From an optimization exercise on the open Yosys and OpenROAD flow, aimed at small area, a short achievable clock period and few clock cycles per item; shortcuts taken in it are not production practice. No functional check of the RTL was part of any run shown here. Power figures rest on the tool's default switching activity, not on a simulated workload.

==> flow/design.v (outline; a module is shown in full before it is edited, if it fits) <==
// module csa_fa: 9 lines
// module binary_neuron: 973 lines
module binary_neuron (
    input  logic                    clk,
    input  logic                    reset,
    input  logic                    in_valid,
    output logic                    in_ready,
    input  logic [320:0]            in_req,
    output logic                    out_valid,
    input  logic                    out_ready,
    output logic [9:0]              out_sum
);
  // ...
==> flow/flow/run.sh <==
#!/bin/bash
# The standard layout (standard.sh: ORFS synthesis to final layout), with
# one change: the input and output ports are buffered with the smallest
# buffer, sky130_fd_sc_hd__buf_1, instead of the cell buffer_ports picks by
# default (clkdlybuf4s50_1).  Later repair steps may still resize them.
set -euo pipefail
export BUFFER_PORTS_ARGS="-buffer_cell sky130_fd_sc_hd__buf_1"
bash standard.sh > standard_flow.log 2>&1
==> flow/standard.sh <==
#!/bin/bash
# synth_recipe.tcl (not shown) runs the flow's synth.tcl, then flattens the netlist and writes it again
# the make line also repeats each setting of config.mk as NAME=value (left out here)
make -C /OpenROAD-flow-scripts/flow DESIGN_CONFIG=/design/flow/config.mk WORK_HOME=/design/flow/orfs CLKGATE_MAP_FILE= SYNTH_SCRIPT=/design/flow/synth_recipe.tcl "${@:-finish}"
==> flow/config.mk <==
export PLATFORM = sky130hd
export DESIGN_NAME = binary_neuron
export DESIGN_NICKNAME = binary_neuron
export VERILOG_FILES = /design/flow/design.v
export SDC_FILE = /design/flow/constraint.sdc
export NUM_CORES = 4
export LEC_CHECK = 0
export CAP_MARGIN = 20
export CORE_MARGIN = 2
export CORE_UTILIZATION = 40
export CTS_BUF_LIST = sky130_fd_sc_hd__clkbuf_4 sky130_fd_sc_hd__clkbuf_8
export SLEW_MARGIN = 20
export SYNTH_HIERARCHICAL = 1
export SYNTH_MINIMUM_KEEP_SIZE = 0
==> flow/constraint.sdc <==
create_clock -name core_clock -period 6.0 [get_ports {clk}]
set_input_delay 1.2000 -clock core_clock [delete_from_list [all_inputs] [get_ports {clk}]]
set_output_delay 1.2000 -clock core_clock [all_outputs]
set_load 0.01 [all_outputs]
==> flow_summary.json, run 1 <==
{
  "p_int_mw": 5.34,
  "synth.area.top_cells": "fa_1 (33%), dfxtp_1 (27%), edfxtp_1 (10%), xnor2_1 (7.9%), nor2_1 (5.5%)",
  "routed-wl-met3_um": 1530,
  "placed_area_um2": 16400,
  "critical_path.most_common_cell": "fa_1",
  "top_register": "q_data",
  "worst_path_largest_cell_delay_ns": 0.44,
  "critPathTopFamily": "adder cells",
  "critical_path_class": "reg2reg",
  "yosys.area_share.simple_pct": 11.7,
  "clockNetworkAreaShare_pct": 5.22,
  "reg.largest.list": "q_data x40, out_sum x10, pending x5",
  "drc_errors": 0,
  "post_synth_instance_area_um2": 14600,
  "cts_tree": "done",
  "clk_latency_ns": 0.55,
  "area_growth_pct": 18.5,
  "slowest_stage": "fa_1",
  "skew_ns": 0.0298,
  "worstPathCellList": "fa_1 -> fa_1 -> ha_1 -> and4_1 -> a221oi_2 -> xor2_1 -> o21a_1",
  "power.switching_mw": 3.24,
  "synth_common_cells": "fa_1 (243), nor2_1 (215), dfxtp_1 (198), xnor2_1 (131), xor2_1 (68)",
  "start_util_pct": 40.8,
  "rows": 69,
  "reg2reg_depth": 7,
  "fmax_mhz": 373,
  "place_hpwl_um": 30600,
  "status": "no timing/DRC/antenna violations",
  "ir_worst_vdd_uv": 269
}
==> run 2, diff against run 1 <==
--- a/flow/design.v
+++ b/flow/design.v
@@ -3,16 +3,24 @@
     input  logic a,
     input  logic b,
     input  logic c,
     output logic s,
     output logic co
 );
     assign {co, s} = {1'b0, a} + {1'b0, b} + {1'b0, c};
 endmodule
+module csa_ha (
+    input  logic a,
+    input  logic b,
+    output logic s,
+    output logic co
+);
+    assign {co, s} = {1'b0, a} + {1'b0, b};
+endmodule
 `timescale 1ns/10ps
 module binary_neuron (
     input  logic                    clk,
     input  logic                    reset,
     input  logic                    in_valid,
     output logic                    in_ready,
     input  logic [320:0]            in_req,
     output logic                    out_valid,
@@ -208,17 +216,17 @@
     wire p1_62 = in_req[70] ^ (~in_req[2] & in_req[69]);
     wire p2_62 = in_req[71] ^ (~in_req[2] & (in_req[69] | in_req[70]));
     wire q3_62 = ~(in_req[72] ^ (~in_req[2] & (in_req[69] | in_req[70] | in_req[71])));
     wire p1_63 = in_req[66] ^ (~in_req[1] & in_req[65]);
     wire p2_63 = in_req[67] ^ (~in_req[1] & (in_req[65] | in_req[66]));
     wire q3_63 = ~(in_req[68] ^ (~in_req[1] & (in_req[65] | in_req[66] | in_req[67])));
     logic r1_s39, r1_s41, r1_s43, r1_s45, r1_s47, r1_s49, r1_s51, r1_s53, r1_s55, r1_s107, r1_c44, r1_c46, r1_c48, r1_c50, r1_c52, r1_c54, r1_c56, r1_s109, r1_s111, r1_s113, r1_s115, r1_s117, r1_s119, r1_s121, r1_s123, r1_s125, r1_s127, r1_s129, r1_s131, r1_s133, r1_s135, r1_c110, r1_c112, r1_c114, r1_c116, r1_c118, r1_c120, r1_c122, r1_c124, r1_c126, r1_c128, r1_c130, r1_c132, r1_c134, r1_c136, r1_s203, r1_s205, r1_s207, r1_s209, r1_s211, r1_s213, r1_s215, r1_s217, r1_s219, r1_s221, r1_s223, r1_s225, r1_s227, r1_s229, r1_s231, r1_s311, r1_s313, r1_c204, r1_c206, r1_c208, r1_c210, r1_c212, r1_c214, r1_c216, r1_c218, r1_c220, r1_c222, r1_c224, r1_c226, r1_c228, r1_c230, r1_c232, r1_s315, r1_s317, r1_s319, r1_s321, r1_s323, r1_s325, r1_s327, r1_s329, r1_s331, r1_s333, r1_s335, r1_s337, r1_s339, r1_s341, r1_c314, r1_c316, r1_c318, r1_c320, r1_c322, r1_c324, r1_c326, r1_c328, r1_c330, r1_c332, r1_c334, r1_c336, r1_c338, r1_c340, r1_c342, r1_s393, r1_s395, r1_s397, r1_s399, r1_s401, r1_s403, r1_s405, r1_c394, r1_c396, r1_c398, r1_c400, r1_c402, r1_c404, r1_c406;
     logic r2_s265, r2_s267, r2_s269, r2_s379, r2_c268, r2_s381, r2_c270, r2_s383, r2_s385, r2_c376, r2_c378, r2_c380, r2_s433, r2_c382, r2_s435, r2_s437, r2_s439, r2_c384, r2_c386, r2_s459, r2_s461, r2_s463, r2_c434, r2_c436, r2_c438, r2_s465, r2_c440, r2_s467, r2_s483, r2_c464, r2_c466, r2_c468, r2_s485, r2_c484, r2_c486, r2_s63, r2_s157, r2_s159;
-    logic r3_s447, r3_c392, r3_s449, r3_s477, r3_s479, r3_c478, r3_s493, r3_c480, r3_c492, r3_s499, r3_c494, r3_c498, r3_c500, r3_s63, r3_s157, r3_s271, r3_s391, r3_s159;
+    logic r3_s477, r3_c452, r3_s479, r3_c478, r3_s493, r3_c480, r3_c492, r3_s499, r3_c494, r3_c498, r3_c500, r3_s63, r3_s157, r3_s271, r3_s391, r3_s451, r3_s159;
     wire s1 = ~(in_req[317] ^ in_req[313]);
     wire c2 = in_req[317] | in_req[313];
     wire s3, c4;
     csa_fa u_s3 (.a(in_req[309]), .b(in_req[305]), .c(in_req[301]), .s(s3), .co(c4));
     wire s5, c6;
     csa_fa u_s5 (.a(in_req[297]), .b(in_req[293]), .c(in_req[289]), .s(s5), .co(c6));
     wire s7, c8;
     csa_fa u_s7 (.a(in_req[285]), .b(in_req[281]), .c(in_req[277]), .s(s7), .co(c8));
@@ -660,17 +668,17 @@
     csa_fa u_s443 (.a(r2_s433), .b(r2_c382), .c(r2_s435), .s(s443), .co(c444));
     wire s445, c446;
     csa_fa u_s445 (.a(r2_s437), .b(r2_s439), .c(r2_c384), .s(s445), .co(c446));
     wire s447, c448;
     csa_fa u_s447 (.a(r2_c386), .b(s441), .c(c388), .s(s447), .co(c448));
     wire s449, c450;
     csa_fa u_s449 (.a(s443), .b(c390), .c(s445), .s(s449), .co(c450));
     wire s451, c452;
-    csa_fa u_s451 (.a(r3_s447), .b(r3_c392), .c(r3_s449), .s(s451), .co(c452));
+    csa_fa u_s451 (.a(s447), .b(c392), .c(s449), .s(s451), .co(c452));
     wire s453 = ~(r1_c394 ^ r1_c396);
     wire c454 = r1_c394 | r1_c396;
     wire s455, c456;
     csa_fa u_s455 (.a(r1_c398), .b(r1_c400), .c(r1_c402), .s(s455), .co(c456));
     wire s457, c458;
     csa_fa u_s457 (.a(r1_c404), .b(r1_c406), .c(c408), .s(s457), .co(c458));
     wire s459, c460;
     csa_fa u_s459 (.a(c410), .b(c412), .c(c414), .s(s459), .co(c460));
@@ -690,17 +698,17 @@
     csa_fa u_s473 (.a(r2_s465), .b(r2_c440), .c(r2_s467), .s(s473), .co(c474));
     wire s475, c476;
     csa_fa u_s475 (.a(c442), .b(s469), .c(c444), .s(s475), .co(c476));
     wire s477, c478;
     csa_fa u_s477 (.a(s471), .b(s473), .c(c446), .s(s477), .co(c478));
     wire s479, c480;
     csa_fa u_s479 (.a(c448), .b(s475), .c(c450), .s(s479), .co(c480));
     wire s481, c482;
-    csa_fa u_s481 (.a(r3_s477), .b(c452), .c(r3_s479), .s(s481), .co(c482));
+    csa_fa u_s481 (.a(r3_s477), .b(r3_c452), .c(r3_s479), .s(s481), .co(c482));
     wire s483 = ~(c454 ^ c456);
     wire c484 = c454 | c456;
     wire s485, c486;
     csa_fa u_s485 (.a(c458), .b(c460), .c(c462), .s(s485), .co(c486));
     wire s487, c488;
     csa_fa u_s487 (.a(r2_s483), .b(r2_c464), .c(r2_c466), .s(s487), .co(c488));
     wire s489, c490;
     csa_fa u_s489 (.a(r2_c468), .b(r2_s485), .c(c470), .s(s489), .co(c490));
@@ -713,17 +721,17 @@
     wire s497 = ~(r2_c484 ^ r2_c486);
     wire c498 = r2_c484 | r2_c486;
     wire s499, c500;
     csa_fa u_s499 (.a(c488), .b(s497), .c(c490), .s(s499), .co(c500));
     wire s501, c502;
     csa_fa u_s501 (.a(r3_c492), .b(r3_s499), .c(r3_c494), .s(s501), .co(c502));
     wire s503 = ~(r3_c498 ^ r3_c500);
     wire c504 = r3_c498 | r3_c500;
-    wire [9:0] row_a = {c504, s503, s501, s495, s481, s451, r3_s391, r3_s271, r3_s157, r3_s63};
+    wire [9:0] row_a = {c504, s503, s501, s495, s481, r3_s451, r3_s391, r3_s271, r3_s157, r3_s63};
     wire [9:0] row_b = {1'b0, c502, c496, c482, 1'b0, 1'b0, 1'b0, 1'b0, r3_s159, 1'b0};
     wire [9:0] total = row_a + row_b;
     logic         accept, pop;
     logic [4:0] pending, pending_next;
     assign accept = in_valid && in_ready;
     assign pop    = out_valid && out_ready;
     always_comb begin
         case ({accept, pop})
@@ -907,33 +915,32 @@
         r2_s485 <= s485;
         r2_c484 <= c484;
         r2_c486 <= c486;
         r2_s63 <= s63;
         r2_s157 <= s157;
         r2_s159 <= s159;
     end
     always_ff @(posedge clk) begin
-        r3_s447 <= s447;
-        r3_c392 <= c392;
-        r3_s449 <= s449;
         r3_s477 <= s477;
+        r3_c452 <= c452;
         r3_s479 <= s479;
         r3_c478 <= c478;
         r3_s493 <= s493;
         r3_c480 <= c480;
         r3_c492 <= c492;
         r3_s499 <= s499;
         r3_c494 <= c494;
         r3_c498 <= c498;
         r3_c500 <= c500;
         r3_s63 <= r2_s63;
         r3_s157 <= r2_s157;
         r3_s271 <= s271;
         r3_s391 <= s391;
+        r3_s451 <= s451;
         r3_s159 <= r2_s159;
     end
     logic [9:0]      q_data [0:3];
     logic [3:0]    q_wr, q_rd, q_occ;
     logic [9:0]      q_head;
     logic            q_empty;
     logic            result;        
     logic            head_load;     
==> flow/flow/run.sh (replaced) <==
#!/bin/bash
# The standard layout (standard.sh: ORFS synthesis to final layout), with
# two changes:
#  - the input and output ports are buffered with the smallest buffer,
#    sky130_fd_sc_hd__buf_1, instead of the cell buffer_ports picks by default
#    (clkdlybuf4s50_1); later repair steps may still resize them;
#  - clock tree synthesis adds no dummy loads to the clock tree.
set -euo pipefail
export BUFFER_PORTS_ARGS="-buffer_cell sky130_fd_sc_hd__buf_1"
export CTS_ARGS="-sink_clustering_enable -repair_clock_nets -buf_list sky130_fd_sc_hd__clkbuf_8 -dont_use_dummy_load"
bash standard.sh > standard_flow.log 2>&1
==> flow/config.mk (replaced) <==
export PLATFORM = sky130hd
export DESIGN_NAME = binary_neuron
export DESIGN_NICKNAME = binary_neuron
export VERILOG_FILES = /design/flow/design.v
export SDC_FILE = /design/flow/constraint.sdc
export NUM_CORES = 4
export LEC_CHECK = 0
export CAP_MARGIN = 20
export CORE_MARGIN = 2
export CORE_UTILIZATION = 40
export CTS_BUF_LIST = sky130_fd_sc_hd__clkbuf_8
export SLEW_MARGIN = 20
export SYNTH_HIERARCHICAL = 1
export SYNTH_MINIMUM_KEEP_SIZE = 0
==> flow_summary.json, run 2 <==
{
  "grt_pass1_vias": 10200,
  "gp_congestion": 0.824,
  "status": "no timing/DRC/antenna violations",
  "hold_viol_final": 0,
  "ys_ff_latch": 247,
  "grt_pass1_wl_um": 53800,
  "clk_latency_ns": 0.53,
  "clk_path_buf_depth": 3,
  "worstPathRequired_ns": 6.36,
  "area_growth_pct": 16.1,
  "routed-wl-met3_um": 1540,
  "clock_sinks": 247,
  "placed_area_um2": 16300,
  "ys_types": 33,
  "synth_warnings": 8,
  "num_vias": 9323,
  "ir_worst_vdd_uv": 289,
  "pin_count": 337,
  "yosys.area.top_type": "fa_1",
  "final.min_clock_period_ns": 2.51,
  "top_register": "q_data",
  "power_leakage_nw": 6.25,
  "place_hpwl_um": 30300,
  "coreArea_um2": 35700,
  "start_util_pct": 40.8,
  "synth_common_cells": "fa_1 (243), nor2_1 (215), dfxtp_1 (197), xnor2_1 (131), xor2_1 (68)",
  "fill_cells": 3345,
  "synth_top_area_share_pct": 33.4,
  "rows": 69,
  "final.setup.tns_ns": 0,
  "die_area_um2": 37900,
  "viasPerCell": 4.63,
  "final_common_cell": "buf_1",
  "cts_tree": "done",
  "drive_above_1_share_pct": 2.90,
  "synth_area_per_cell_um2": 12.3,
  "fin_area_um2": 16900,
  "cts_root_buf": "clkbuf_8",
  "worst_pin_slew_ns": 0.946,
  "numPortBuffers": 336,
  "drc_errors": 0,
  "grt.overflow.total": 0,
  "synth.area.top_cells": "fa_1 (33%), dfxtp_1 (27%), edfxtp_1 (10%), xnor2_1 (7.9%), nor2_1 (5.5%)",
  "largest_reg_flops": 40,
  "cts_setup_buffers": 0,
  "wl_um": 34700,
  "fin_util_pct": 47.4,
  "wl_met1_um": 14000,
  "htreeDepth": 2,
  "endpoint_kind": "register",
  "antenna_found_initial": 0,
  "synthCells": 1187,
  "setup_violations": 0,
  "ys.flop_type": "dfxtp_1",
  "syn-num-nets": 1772,
  "wire_per_inst_um": 17.2,
  "layout.nets": 2139,
  "grt_max_degree": 27,
  "synth_most_common_cell": "fa_1",
  "ant_nets": 0,
  "rsz0062_at_grt": "no",
  "drv_cap": 0,
  "synth-edff-count": 50,
  "wl_met2_um": 18500,
  "post_synth_instance_area_um2": 14600,
  "insertedDiodeCount": 0,
  "start_kind": "input pin",
  "die_x_um": 195,
  "hold_class": "reg2reg",
  "maxUsedRoutingLayer": "met4",
  "hold_buffers": 0,
  "relSlewSlack_pct": 37.0,
  "fin_crit_sh_pct": 41.8,
  "p_per_area_nw_per_um2": 480,
  "layout_common_cells": "buf_1 (336), fa_1 (243), nor2_1 (215)",
  "ctsResizeCount": 0,
  "skew_ns": 0.0489,
  "multiInputGateArea_um2": 8930,
  "cts_made_buffers": 40,
  "track_usage_pct": 18.6,
  "arrival_ns": 2.87,
  "die_h_um": 195,
  "async_flop_share_pct": 0,
  "dr.pass1.iters": 4,
  "drv_slew": 0,
  "seq_area_um2": 5450,
  "critical_path_class": "in2reg",
  "crit_fanout": 4,
  "reg.largest.list": "q_data x40, out_sum x10, pending x5",
  "drt-initial-drc-count": 332,
  "p_total_mw": 8.11,
  "ys_seq_area_share_pct": 37.4,
  "fmax_mhz": 398,
  "clk_pin_slew_ns": 0.06
}
run 2: changes by cell type in the layout (fill, tap and decap cells not counted):
cell	before	now
clkbuf_8	50	40
clkbuf_4	8	0
clkinv_2	8	0
clkinv_1	3	0
bufinv_16	2	0
inv_6	2	0
clkinv_4	1	0
dfxtp_1	198	197
diode_2	1	0
inv_12	1	0
run 2: final cells by class:
type                    instances  share of cell area (%)
multi-input cells             893                    52.8
flip-flops and latches        247                    32.2
repair buffers                336                    7.46
well taps                     461                    3.41
clock buffers                  40                    3.26
inverters                      36                   0.800
run 2: worst max-delay path: stages:
cell and delay, ns:
buf_1 0.23, nand2b_1 0.11, xnor2_1 0.27, fa_1 0.56, fa_1 0.50
run 2: cells by family (layout without fill, tap and decap cells):
family	Yosys count	in the layout	synth area share [%]
flip-flops	247	247	37.4
AND/OR/NAND/NOR	376	376	11.7
buffers and inverters	47	412	1.22
XOR/XNOR	199	199	12.0
AO/OA/AOI/OAI	56	56	2.66
adder cells (fa/ha/maj)	260	260	34.9
multiplexers	2	2	0.138
run 2: metrics by stage:
stage               cells  hold WS, ns  worst slack, ns
floorplan            1187        0.310             3.34
finish               2013        0.325             3.49
global route         2013        0.332             3.23
detailed placement   1973        0.312             2.90
CTS                  2013        0.326             3.41
global placement     1973        0.312             2.88
run 2: path summary, 6_finish.rpt:
check	startpoint	to	slack (ns)	depth (start not counted)
worst max-delay path	in_req[105]	r1_s135$_DFF_P_	3.49	5
worst min-delay path	r2_s157$_DFF_P_	r3_s157$_DFF_P_	0.33	0
worst max register to register	r1_c48$_DFF_P_	r2_s269$_DFF_P_	3.54	4
worst min register to register	r2_s157$_DFF_P_	r3_s157$_DFF_P_	0.33	0
run 2: layer usage:
layer  up-vias  track usage [%]
li1       4500                -
met1      4530             22.5
met2       252             34.6
met3        41             2.92
met4         0             4.56
met5         -                0
run 2: per-module statistics from Yosys (local to each module, per instance):
module	flops+latches	cells
binary_neuron	247	944
csa_fa	0	1
run 2: where the power goes:
group          switching (mW)  internal [mW]
Combinational            2.18           1.85
Sequential              0.372           2.57
Clock                   0.556          0.588
Total                    3.11           5.01
==> run 3, diff against run 2 <==
--- a/flow/config.mk
+++ b/flow/config.mk
@@ -9,6 +9,7 @@
 export CORE_MARGIN = 2
 export CORE_UTILIZATION = 40
 export CTS_BUF_LIST = sky130_fd_sc_hd__clkbuf_8
+export SETUP_SLACK_MARGIN = 3.6
 export SLEW_MARGIN = 20
 export SYNTH_HIERARCHICAL = 1
 export SYNTH_MINIMUM_KEEP_SIZE = 0
==> flow_summary.json, run 3 <==
{
  "relSlewSlack_pct": 41.5,
  "skew_ns": 0.0575,
  "critical_path_class": "in2reg",
  "largest_reg_flops": 40,
  "syn-num-nets": 1772,
  "power_leakage_nw": 7.10,
  "track_usage_pct": 19.2,
  "hold_buffers": 0,
  "switching_share_pct": 38.0,
  "fill_cells": 3177,
  "die_area_um2": 37900,
  "drc_errors": 0,
  "synth.area.top_cells": "fa_1 (33%), dfxtp_1 (27%), edfxtp_1 (10%), xnor2_1 (7.9%), nor2_1 (5.5%)",
  "setup_violations": 0,
  "p_per_area_nw_per_um2": 461,
  "die_x_um": 195,
  "post_synth_instance_area_um2": 14600,
  "ys_ff_latch": 247,
  "fin_cells": 2021,
  "ir_worst_vdd_uv": 260,
  "grt_pass1_wl_um": 55200,
  "synth-edff-count": 50,
  "wl_um": 35900,
  "synthCells": 1187,
  "hold_viol_final": 0,
  "htreeDepth": 2,
  "yosys.area.top_type": "fa_1",
  "drt-initial-drc-count": 231,
  "grt.overflow.total": 0,
  "placed_cells_incl_taps": 1973,
  "start_kind": "input pin",
  "ant_nets": 0,
  "start_util_pct": 40.8,
  "p_clk_share_pct": 14.3,
  "p_seq_share_pct": 35.2,
  "numPortBuffers": 336,
  "ys.flop_type": "dfxtp_1",
  "layout.nets": 2145,
  "clock_sinks": 247,
  "synth_warnings": 8,
  "final.setup.tns_ns": 0,
  "synth_most_common_cell": "fa_1",
  "final.min_clock_period_ns": 2.42,
  "async_flop_share_pct": 0,
  "arrival_ns": 2.80,
  "synth_area_per_cell_um2": 12.3,
  "cts_made_buffers": 43,
  "gp_congestion": 0.859,
  "rsz0062_at_grt": "yes",
  "pin_count": 337,
  "num_vias": 9428,
  "ys_seq_area_share_pct": 37.4,
  "rows": 69,
  "clk_pin_slew_ns": 0.05,
  "power.switching_mw": 3.19,
  "area_growth_pct": 25.3,
  "endpoint_kind": "register",
  "final_common_cell": "buf_1",
  "drv_slew": 0,
  "cts_tree": "done",
  "place_hpwl_um": 31100,
  "drive_above_1_share_pct": 22.5,
  "layout_common_cells": "buf_1 (228), nor2_1 (207), dfxtp_1 (193)",
  "worst_pin_slew_ns": 0.878,
  "drv_cap": 0,
  "fin_crit_sh_pct": 40.3,
  "status": "no timing/DRC/antenna violations",
  "hold_class": "reg2reg",
  "ys_types": 33,
  "synth_top_area_share_pct": 33.4,
  "clk_latency_ns": 0.54,
  "p_int_mw": 5.21,
  "reg.largest.list": "q_data x40, out_sum x10, pending x5",
  "coreArea_um2": 35700,
  "seq_area_um2": 5450,
  "wire_per_inst_um": 17.7,
  "viasPerCell": 4.67,
  "synth_common_cells": "fa_1 (243), nor2_1 (215), dfxtp_1 (197), xnor2_1 (131), xor2_1 (68)",
  "comb_power_share_pct": 50.5,
  "grt_pass1_vias": 10300,
  "worstPathRequired_ns": 6.39,
  "fmax_mhz": 414,
  "clk_path_buf_depth": 3,
  "antenna_found_initial": 1,
  "die_h_um": 195,
  "crit_fanout": 4,
  "grt_max_degree": 27,
  "top_register": "q_data",
  "dr.pass1.iters": 5,
  "multiInputGateArea_um2": 9920,
  "cts_root_buf": "clkbuf_8"
}
[run 3: Yosys stat by module, one instance, submodules excluded]
module | copies in the design | flops+latches
csa_fa | 243 | 0
binary_neuron | 1 | 247
[run 3: path summary, 6_finish.rpt]
check,startpoint,endpoint,slack (ns),depth (start not counted)
worst max-delay path,in_req[137],r1_s339$_DFF_P_,3.58,6
worst min-delay path,r2_s63$_DFF_P_,r3_s63$_DFF_P_,0.33,0
worst max register to register,r1_c52$_DFF_P_,r2_s269$_DFF_P_,3.64,4
worst min register to register,r2_s63$_DFF_P_,r3_s63$_DFF_P_,0.33,0
[run 3: logic make-up after synthesis]
group,Yosys count,synth area share [%]
buffers and inverters,47,1.22
multiplexers,2,0.138
AND/OR/NAND/NOR,376,11.7
flip-flops,247,37.4
AO/OA/AOI/OAI,56,2.66
XOR/XNOR,199,12.0
adder cells (fa/ha/maj),260,34.9
[run 3: cell type report]
class / instances / area share (%)
clock buffers: 43 / 3.25
well taps: 461 / 3.16
inverters: 36 / 0.769
diodes: 2 / 0.0275
multi-input cells: 893 / 54.4
flip-flops and latches: 247 / 29.9
repair buffers: 339 / 8.47
[run 3: through the flow]
stage / hold WS [ns] / cell area (um2) / total power, mW / util (%) / setup slack, ns
detailed placement: 0.312 / 17100 / 7.21 / 47.8 / 2.95
global route: 0.343 / 18200 / 9.23 / 51.1 / 3.56
finish: 0.327 / 18200 / 8.40 / 51.1 / 3.58
floorplan: 0.310 / 15300 / 5.59 / - / 3.34
global placement: 0.313 / 17100 / 7.10 / 47.8 / 2.95
CTS: 0.329 / 17700 / 8.47 / 49.7 / 3.60
[run 3: power by group through the flow]
stage | registers, mW | clock network [mW] | logic (mW)
3_5_place_dp | 3.00 | 0 | 4.21
3_3_place_gp | 2.99 | 0 | 4.11
6_report | 2.96 | 1.20 | 4.24
4_1_cts | 2.97 | 1.25 | 4.25
5_1_grt | 3.02 | 1.31 | 4.89
2_1_floorplan | 2.85 | 0 | 2.74
[run 3: metal layers]
metal  wire, um  vias to the layer above  track usage, %
li1           -                     4519               -
met1      14700                     4610            24.3
met2      19000                      248            34.6
met3       1400                       51            2.64
met4        708                        0            4.62
met5          0                        -               0
[run 3: worst max-delay path, stage by stage]
cell     delay [ns]
buf_4          0.14
nor3_2         0.19
nor2_2         0.08
xnor2_2        0.18
fa_1           0.49
fa_1           0.52
[run 3: what timing repair did]
action	CTS	global route
resized for setup	42	194
setup endpoints to repair	21	29
buffers inserted	0	3
pin swaps	17	111
==> run 4, diff against run 3 <==
--- a/flow/config.mk
+++ b/flow/config.mk
@@ -9,7 +9,7 @@
 export CORE_MARGIN = 2
 export CORE_UTILIZATION = 40
 export CTS_BUF_LIST = sky130_fd_sc_hd__clkbuf_8
-export SETUP_SLACK_MARGIN = 3.6
+export SETUP_SLACK_MARGIN = 3.5
 export SLEW_MARGIN = 20
 export SYNTH_HIERARCHICAL = 1
 export SYNTH_MINIMUM_KEEP_SIZE = 0
==> flow_summary.json, run 4 <==
{
  "arrival_ns": 2.86,
  "cts_tree": "done",
  "syn-num-nets": 1772,
  "hold_buffers": 0,
  "synth.area.top_cells": "fa_1 (33%), dfxtp_1 (27%), edfxtp_1 (10%), xnor2_1 (7.9%), nor2_1 (5.5%)",
  "layout.nets": 2141,
  "viasPerCell": 4.59,
  "place_hpwl_um": 30500,
  "critical_path.most_common_cell": "fa_1",
  "status": "no timing/DRC/antenna violations",
  "setup_violations": 0,
  "skew_ns": 0.0648,
  "holdPathEnd": "r3_s157$_DFF_P_",
  "wl_um": 35000,
  "ys.flop_type": "dfxtp_1",
  "track_usage_pct": 18.8,
  "worstPathCellList": "buf_1 -> nor3_1 -> nor2_1 -> xnor2_1 -> fa_1 -> fa_1",
  "synth_most_common_cell": "fa_1",
  "final.setup.tns_ns": 0,
  "yosys.area.top_type": "fa_1",
  "cts_root_buf": "clkbuf_8",
  "ys_seq_area_share_pct": 37.4,
  "pin_count": 337,
  "clk_path_buf_depth": 3,
  "die_x_um": 195,
  "insertedDiodeCount": 0,
  "synthCells": 1187,
  "final.min_clock_period_ns": 2.45,
  "fin_crit_sh_pct": 40.9,
  "grt_pass1_wl_um": 54200,
  "ys_types": 33,
  "p_clk_share_pct": 14.4,
  "drive_above_1_share_pct": 9.40,
  "clk_pin_slew_ns": 0.06,
  "largest_reg_flops": 40,
  "post_synth_instance_area_um2": 14600,
  "grt_max_degree": 27,
  "synth_common_cells": "fa_1 (243), nor2_1 (215), dfxtp_1 (197), xnor2_1 (131), xor2_1 (68)",
  "drv_slew": 0,
  "num_vias": 9252,
  "crit_fanout": 4,
  "hold_viol_final": 0,
  "relSlewSlack_pct": 40.7,
  "antenna_found_initial": 0,
  "die_h_um": 195,
  "synth_warnings": 8,
  "ir_worst_vdd_uv": 304,
  "fmax_mhz": 407,
  "wire_per_inst_um": 17.3,
  "endpoint_kind": "register",
  "r2r_start": "r1_c116$_DFF_P_",
  "slowest_stage": "fa_1",
  "p_seq_share_pct": 35.9,
  "clk_latency_ns": 0.53,
  "coreArea_um2": 35700,
  "ys_ff_latch": 247,
  "power_leakage_nw": 6.65,
  "async_flop_share_pct": 0,
  "fin_util_pct": 48.9,
  "layout_common_cells": "buf_1 (312), fa_1 (230), nor2_1 (214)",
  "seq_area_um2": 5450,
  "fill_cells": 3261,
  "top_register": "q_data",
  "dr.pass1.iters": 5,
  "critical_path_class": "in2reg",
  "fin_area_um2": 17400,
  "clock_sinks": 247,
  "worst_pin_slew_ns": 0.890,
  "die_area_um2": 37900,
  "p_per_area_nw_per_um2": 471,
  "grt.overflow.total": 0,
  "switching_share_pct": 38.2,
  "regToRegSetupSlack_ns": 3.56,
  "hold_class": "reg2reg",
  "drc_errors": 0,
  "grt_pass1_vias": 10200,
  "holdPathStages": 0,
  "p_int_mw": 5.08,
  "synth_area_per_cell_um2": 12.3,
  "multiInputGateArea_um2": 9420,
  "worstPathRequired_ns": 6.41,
  "rows": 69,
  "numPortBuffers": 336,
  "placed_area_um2": 16700,
  "reg2reg_depth": 4,
  "start_util_pct": 40.8,
  "cts_made_buffers": 42,
  "rsz0062_at_grt": "yes",
  "worst_path_largest_cell_delay_ns": 0.48,
  "synth-edff-count": 50,
  "htreeDepth": 2,
  "reg.largest.list": "q_data x40, out_sum x10, pending x5",
  "final_common_cell": "buf_1",
  "hold_start": "r2_s157$_DFF_P_",
  "drt-initial-drc-count": 277,
  "power.switching_mw": 3.14,
  "area_growth_pct": 19.9,
  "start_kind": "input pin",
  "gp_congestion": 0.837,
  "comb_power_share_pct": 49.7,
  "reg2reg_to": "r2_s385$_DFF_P_",
  "ant_nets": 0,
  "drv_cap": 0,
  "synth_top_area_share_pct": 33.4
}
## run 4: cell counts after synthesis
No cell type changed its count.
## run 4: metrics by stage
step                      setup slack (ns)  cells  total power [mW]  hold slack (ns)
final                                 3.55   2015              8.21            0.318
after floorplan                       3.34   1187              5.55            0.310
after CTS                             3.51   2015              8.35            0.320
after global placement                2.96   1973              7.01            0.313
after global routing                  3.48   2015              9.07            0.320
after detailed placement              2.96   1973              7.15            0.314
## run 4: kinds of logic (layout without fill, tap and decap cells)
logic type,Yosys count,after routing,synth area share (%)
AO/OA/AOI/OAI,56,56,2.66
flip-flops,247,247,37.4
XOR/XNOR,199,199,12.0
buffers and inverters,47,414,1.22
AND/OR/NAND/NOR,376,376,11.7
adder cells (fa/ha/maj),260,260,34.9
multiplexers,2,2,0.138
## run 4: power groups by stage
stage                     sequential [mW]  combinational (mW)  clock [mW]
after floorplan                      2.85                2.70           0
after global placement               2.99                4.02           0
after detailed placement             2.99                4.15           0
after CTS                            2.97                4.16        1.22
after global routing                 3.02                4.77        1.28
final                                2.95                4.08        1.18
## run 4: critical path, delay by kind of cell
| kind | cells | cell delay (ns) |
|---|---|---|
| adder cells (fa/ha/maj) | 2 | 0.95 |
| buffers and inverters | 1 | 0.17 |
| XOR/XNOR | 1 | 0.28 |
| AND/OR/NAND/NOR | 2 | 0.27 |
## run 4: repair_timing
item / CTS / global route
pin swaps: 1 / 13
resized for setup: 4 / 35
cloned: 0 / 0
setup buffers: 0 / 0
endpoints found under the setup margin: 1 / 41
## run 4: worst max-delay path by stage
stage	from	endpoint	slack, ns
after floorplan	in_req[306]	r1_s331$_DFF_P_	3.34
final	in_req[189]	r1_s337$_DFF_P_	3.55
after detailed placement	in_req[105]	r1_s231$_DFF_P_	2.96
after CTS	q_occ[0]$_SDFFE_PP0P_	q_data[3][4]$_DFFE_PP_	3.51
after global placement	in_req[105]	r1_s231$_DFF_P_	2.96
after global routing	in_req[114]	r1_s341$_DFF_P_	3.48
## run 4: per-layer routing
layer / share of wire [%] / track usage [%] / wire length, um / up-vias
met3: 3.7 / 2.39 / 1290 / 38
met4: 1.6 / 3.87 / 574 / 0
met2: 53 / 34.3 / 18500 / 235
met5: 0 / 0 / 0 / -
li1: - / - / - / 4499
met1: 42 / 23.9 / 14600 / 4480
## run 4: layout make-up
class                      instances  share of cell area, %
timing repair buffer             336                   7.40
multi-input combinational        893                   54.0
sequential                       247                   31.2
inverter                          36                  0.789
clock buffer                      42                   3.31
tap                              461                   3.31
## run 4: Yosys stat by module (local to each module, per instance)
module | flops+latches | cells | copies in the design | area (um2)
binary_neuron | 247 | 944 | 1 | 9690
csa_fa | 0 | 1 | 243 | 20.0

-- what the ideal ports hide --
The results above use ideal ports. As a check the final layouts listed here were re-extracted and re-timed, cells and wires unchanged. Step 1, drivers: a clkbuf_16 drives clk and a buf_2 each remaining input, both assumed. Step 2, shift: input delay + t, output delay - t, t = (earliest + latest rising clock arrival at the registers) / 2. This alone moves slack from input paths to output paths. Three values: no drivers, after step 1, after step 2; two values: the first two.
run | t (ns) | setup slack, ns | worst setup path after step 2 | latest minus earliest clock arrival (ns) | worst data-port slew with drivers (ns)
run 1 | 0.571 | 3.320 / 3.320 / 2.923 | input to register | 0.033 / 0.033 | 0.09
run 2 | 0.542 | 3.490 / 3.500 / 2.958 | input to register | 0.062 / 0.062 | 0.08
run 3 | 0.554 | 3.584 / 3.606 / 3.052 | input to register | 0.057 / 0.057 | 0.08
run 4 | 0.545 | 3.545 / 3.556 / 3.019 | input to register | 0.066 / 0.066 | 0.05
After both steps every run listed still meets setup and hold.
